What follows belongs to an exercise in optimizing a design on an open flow for small area; a production flow would make more cautious choices.
The RTL was checked by simulation tests, not by an equivalence proof against the original design.
Power is estimated from default activity; no workload was simulated.

==> inputs of try-delta <==
==> flow/design.v <==
`timescale 1ns/1ps
package mat_cfg_pkg;
    localparam int MAT_N  = 4;
    localparam int IDX_W  = 2;
    localparam int ADDR_W = 4;
    localparam int OPND_W = 8;
    localparam int ACC_W  = 20;
    typedef logic signed [OPND_W-1:0] operand_t;
    typedef logic signed [ACC_W-1:0]  acc_t;
    typedef logic [MAT_N*OPND_W-1:0] opnd_row_t;
    typedef logic [MAT_N*ACC_W-1:0] acc_row_t;
endpackage
`timescale 1ns/1ps
package mat_ctrl_pkg;
    typedef enum logic [1:0] {
        OP_NOP    = 2'd0,
        OP_LOAD_A = 2'd1,
        OP_LOAD_B = 2'd2,
        OP_START  = 2'd3
    } host_op_e;
    typedef enum logic [1:0] {
        EX_IDLE,
        EX_MAC,
        EX_STORE
    } exec_state_e;
endpackage
`timescale 1ns/1ps
`timescale 1ns/1ps
`timescale 1ns/1ps
`timescale 1ns/1ps
`timescale 1ns/1ps
module mat_engine_top (
    input  logic        clk,
    input  logic        rst_n,
    input  logic        cmd_valid,
    input  logic [1:0]  cmd_op,
    input  logic [3:0]  cmd_addr,
    input  logic [7:0]  cmd_data,
    input  logic [3:0]  rd_addr,
    output logic [19:0] rd_data,
    output logic        busy,
    output logic        done
);
    localparam int CW = 17;
    logic       act;       
    logic [7:0] step;      
    logic [3:0] ph;        
    logic       clr;       
    logic       last;
    logic       cmd_vld_q;
    logic [1:0] cmd_op_q;
    logic [3:0] cmd_addr_q;
    logic [7:0] cmd_data_q;
    logic       take;
    logic       start;
    assign last  = (step == 8'd191);
    assign take  = cmd_vld_q && !busy;
    assign start = take && (cmd_op_q == 2'd3);
    always_ff @(posedge clk or negedge rst_n) begin
        if (!rst_n) begin
            act        <= 1'b0;
            busy       <= 1'b0;
            done       <= 1'b0;
            step       <= '0;
            ph         <= '0;
            clr        <= 1'b1;
            cmd_vld_q  <= 1'b0;
            cmd_data_q <= '0;
        end else begin
            clr        <= 1'b0;
            ph         <= ph + 1'b1;
            cmd_vld_q  <= cmd_valid;
            cmd_data_q <= cmd_data;
            if (start) begin
                act  <= 1'b1;
                busy <= 1'b1;
                step <= '0;
                done <= 1'b0;
            end else if (act) begin
                step <= step + 1'b1;
                if (last) begin
                    act  <= 1'b0;
                    busy <= 1'b0;
                    done <= 1'b1;
                end
            end
        end
    end
    always_ff @(posedge clk) begin
        cmd_op_q   <= cmd_op;
        cmd_addr_q <= cmd_addr;
    end
    logic [7:0] ring_a [16];
    logic [7:0] ring_b [16];
    logic [7:0] wd;
    logic [3:0] wplace;
    logic       wr_a;
    logic       wr_b;
    assign wd     = cmd_data_q;
    assign wplace = {cmd_addr_q[1:0], cmd_addr_q[3:2]} + ~ph;
    assign wr_a   = take && (cmd_op_q == 2'd1);
    assign wr_b   = take && (cmd_op_q == 2'd2);
    always_ff @(posedge clk) begin
        for (int i = 0; i < 16; i++) begin
            ring_a[i] <= (clr || (wr_a && wplace == 4'(i))) ? wd : ring_a[(i + 1) % 16];
            ring_b[i] <= (clr || (wr_b && wplace == 4'(i))) ? wd : ring_b[(i + 1) % 16];
        end
    end
    logic [1:0]    k;
    logic [1:0]    slc;
    logic [1:0]    a_tap;
    logic [7:0]    a_op;
    logic [7:0]    b_op;
    logic          s0, s1, s2, neg;
    logic [7:0]    x, y, z;
    logic [10:0]   p;
    logic [CW-1:0] ring_c [16];
    logic [CW-1:0] base;
    logic [CW-1:0] nxt;
    assign k     = step[5:4];
    assign slc   = step[7:6];
    assign a_tap = k - ph[3:2];
    assign a_op  = ring_a[{a_tap, 2'b00}];
    always_comb begin
        case ({k, ph[1:0]})
            4'b00_00, 4'b01_01, 4'b10_10, 4'b11_11: b_op = ring_b[0];
            4'b01_00, 4'b10_01, 4'b11_10:           b_op = ring_b[1];
            4'b10_00, 4'b11_01:                     b_op = ring_b[2];
            4'b11_00:                               b_op = ring_b[3];
            4'b00_01, 4'b01_10, 4'b10_11:           b_op = ring_b[15];
            4'b00_10, 4'b01_11:                     b_op = ring_b[14];
            default:                                b_op = ring_b[13];
        endcase
    end
    always_comb begin
        case (slc)
            2'd0:    begin s2 = 1'b0;    s1 = b_op[7]; s0 = b_op[6]; neg = 1'b1; end
            2'd1:    begin s2 = b_op[5]; s1 = b_op[4]; s0 = b_op[3]; neg = 1'b0; end
            default: begin s2 = b_op[2]; s1 = b_op[1]; s0 = b_op[0]; neg = 1'b0; end
        endcase
    end
    assign x = a_op & {8{s0}};
    assign y = (a_op & {8{s1}}) ^ {8{neg}};
    assign z = a_op & {8{s2}};
    assign p = 11'({~x[7], x[6:0]}) + 11'({~y[7], y[6:0], 1'b0}) + 11'({~z[7], z[6:0], 2'b00});
    always_comb begin
        if (k != 2'd0)        base = ring_c[0];
        else if (slc != 2'd0) base = {ring_c[0][CW-4:0], 3'b000};
        else                  base = CW'(16);
    end
    assign nxt = base + CW'(p);
    always_ff @(posedge clk) begin
        for (int i = 0; i < 15; i++) ring_c[i] <= ring_c[i+1];
        ring_c[15] <= act ? nxt : ring_c[0];
    end
    logic [3:0]    rplace;
    logic [CW-1:0] rv;
    assign rplace  = {rd_addr[1:0], rd_addr[3:2]} - ph;
    assign rv      = ring_c[rplace];
    assign rd_data = {{3{rv[CW-1] & (|rv[CW-2:0])}}, rv};
endmodule
==> flow/run.sh <==
#!/bin/bash
# synth_recipe.tcl (not shown) runs the flow's synth.tcl, then flattens the netlist and writes it again
# the make line also repeats each setting of config.mk as NAME=value (left out here)
make -C /OpenROAD-flow-scripts/flow DESIGN_CONFIG=/design/flow/config.mk WORK_HOME=/design/flow/orfs CLKGATE_MAP_FILE= SYNTH_SCRIPT=/design/flow/synth_recipe.tcl finish
==> flow/config.mk <==
export PLATFORM = sky130hd
export DESIGN_NAME = mat_engine_top
export DESIGN_NICKNAME = mat_engine_top
export VERILOG_FILES = /design/flow/design.v
export SDC_FILE = /design/flow/constraint.sdc
export NUM_CORES = 4
export LEC_CHECK = 0
export CAP_MARGIN = 20
export CORE_MARGIN = 2
export CORE_UTILIZATION = 60
export CTS_BUF_LIST = sky130_fd_sc_hd__clkbuf_8
export CTS_CLUSTER_DIAMETER = 60
export CTS_CLUSTER_SIZE = 18
export PLACE_DENSITY = 0.75
export SLEW_MARGIN = 20
==> flow/constraint.sdc <==
create_clock -name core_clock -period 10.0 [get_ports {clk}]
set_input_delay 2.0000 -clock core_clock [delete_from_list [all_inputs] [get_ports {clk}]]
set_output_delay 2.0000 -clock core_clock [all_outputs]
set_load 0.01 [all_outputs]
==> inputs of try-nickel, as changes to try-delta <==
==> flow/design.v, changed modules only <==
module mat_engine_top (
    input  logic        clk,
    input  logic        rst_n,
    input  logic        cmd_valid,
    input  logic [1:0]  cmd_op,
    input  logic [3:0]  cmd_addr,
    input  logic [7:0]  cmd_data,
    input  logic [3:0]  rd_addr,
    output logic [19:0] rd_data,
    output logic        busy,
    output logic        done
);
    localparam int CW = 17;
    logic       act;       
    logic [7:0] step;      
    logic [3:0] ph;        
    logic       clr;       
    logic       last;
    logic       take;
    logic       start;
    assign last  = (step == 8'd191);
    assign take  = cmd_valid && (!act || last);
    assign start = take && (cmd_op == 2'd3);
    always_ff @(posedge clk or negedge rst_n) begin
        if (!rst_n) begin
            act  <= 1'b0;
            busy <= 1'b0;
            done <= 1'b0;
            step <= '0;
            ph   <= '0;
            clr  <= 1'b1;
        end else begin
            clr  <= 1'b0;
            ph   <= ph + 1'b1;
            busy <= act && !last;
            if (start) begin
                act  <= 1'b1;
                step <= '0;
                done <= 1'b0;
            end else if (act) begin
                step <= step + 1'b1;
                if (last) begin
                    act  <= 1'b0;
                    done <= 1'b1;
                end
            end
        end
    end
    logic [7:0] mat_a [16];
    logic [7:0] mat_b [16];
    logic [7:0] wd;
    assign wd = clr ? 8'd0 : cmd_data;
    always_ff @(posedge clk) begin
        for (int i = 0; i < 16; i++) begin
            if (clr || (take && cmd_op == 2'd1 && cmd_addr == 4'(i))) mat_a[i] <= wd;
            if (clr || (take && cmd_op == 2'd2 && cmd_addr == 4'(i))) mat_b[i] <= wd;
        end
    end
    logic [1:0]        k;
    logic [1:0]        slc;
    logic signed [7:0] a_op;
    logic [7:0]        b_op;
    logic signed [3:0] sv;
    logic signed [11:0] prod;
    logic [CW-1:0]     ring [16];
    logic [CW-1:0]     base;
    logic [CW-1:0]     nxt;
    assign k    = step[5:4];
    assign slc  = step[7:6];
    assign a_op = mat_a[{ph[3:2], k}];
    assign b_op = mat_b[{k, ph[1:0]}];
    always_comb begin
        case (slc)
            2'd0:    sv = {b_op[7], b_op[7], b_op[7], b_op[6]};
            2'd1:    sv = {1'b0, b_op[5:3]};
            default: sv = {1'b0, b_op[2:0]};
        endcase
    end
    assign prod = a_op * sv;
    always_comb begin
        if (k != 2'd0)       base = ring[0];
        else if (slc != 2'd0) base = {ring[0][CW-4:0], 3'b000};
        else                 base = '0;
    end
    assign nxt = base + CW'(prod);
    always_ff @(posedge clk) begin
        for (int i = 0; i < 15; i++) ring[i] <= ring[i+1];
        ring[15] <= act ? nxt : ring[0];
    end
    logic [3:0]    rpos;
    logic [CW-1:0] rv;
    assign rpos = rd_addr - ph;
    assign rv   = ring[rpos];
    assign rd_data = {{3{rv[CW-1] & (|rv[CW-2:0])}}, rv};
endmodule
--- a/flow/config.mk
+++ b/flow/config.mk
@@ -9,7 +9,4 @@
 export CORE_MARGIN = 2
 export CORE_UTILIZATION = 60
-export CTS_BUF_LIST = sky130_fd_sc_hd__clkbuf_8
-export CTS_CLUSTER_DIAMETER = 60
-export CTS_CLUSTER_SIZE = 18
 export PLACE_DENSITY = 0.75
 export SLEW_MARGIN = 20
==> qor summary <==
                                                                                   try-nickel                 try-delta
Library cell occupying the most area in the post-synthesis netlist  sky130_fd_sc_hd__edfxtp_1  sky130_fd_sc_hd__dfxtp_1
Overall die width                                                                      190 um                    186 um
Achievable frequency                                                                  110 MHz                   115 MHz
Length of routed met3 wiring                                                          4.28 mm                   1.90 mm
Initial standard-cell utilization of the core                                           61.3%                     60.8%
Final hold slack                                                                       344 ps                    347 ps
Internal power summed over all cells                                                  4570 uW                   4110 uW
Final Total Pwr                                                                       6340 uW                   6060 uW
Worst clock skew                                                                      14.9 ps                   34.1 ps
Sequential fraction of the synthesis area                                               65.5%                     57.2%
Min setup slack post-route                                                             933 ps                   1310 ps
Number of nets in the layout                                                             1712                      1654
Post-Place Cells                                                                         2023                      1991
End of the worst register-to-register path                               ring[15][16]$_DFF_P_    ring_c[15][14]$_DFF_P_
Largest fanout on the critical path                                                        15                        33
Num sequential                                                                            544                       559
Status                                                                         finished clean            finished clean

what the ideal ports hide:
How much do the figures lean on ideal ports? The routed layouts below were timed once more, with nothing changed but the port constraints. Step 1 sets driving cells, clkbuf_16 on the clock port and buf_2 on the other inputs (assumed; they add their load-dependent delay and slew). Step 2 times the ports against the registers' clock, not the clock port: input delays grow and output delays shrink by t, the midpoint of the rising clock arrivals with the driver on. a / b / c = ideal ports / drivers / drivers and shift; a / b = the first two.
| run | t, ns | setup WS [ns] | hold slack, ns | worst slew at a driven data input, ns |
|---|---|---|---|---|
| try-delta | 0.626 | 1.312 / 1.291 / 1.291 | 0.347 / 0.347 / 0.347 | 0.04 |
| try-nickel | 0.633 | 0.933 / 0.911 / 0.911 | 0.344 / 0.344 / 0.344 | 0.04 |
After both steps setup and hold are still met in every run listed. The setup slack of try-nickel, which loses most, moves by -0.022 ns with the drivers and by -0.022 ns with both steps.
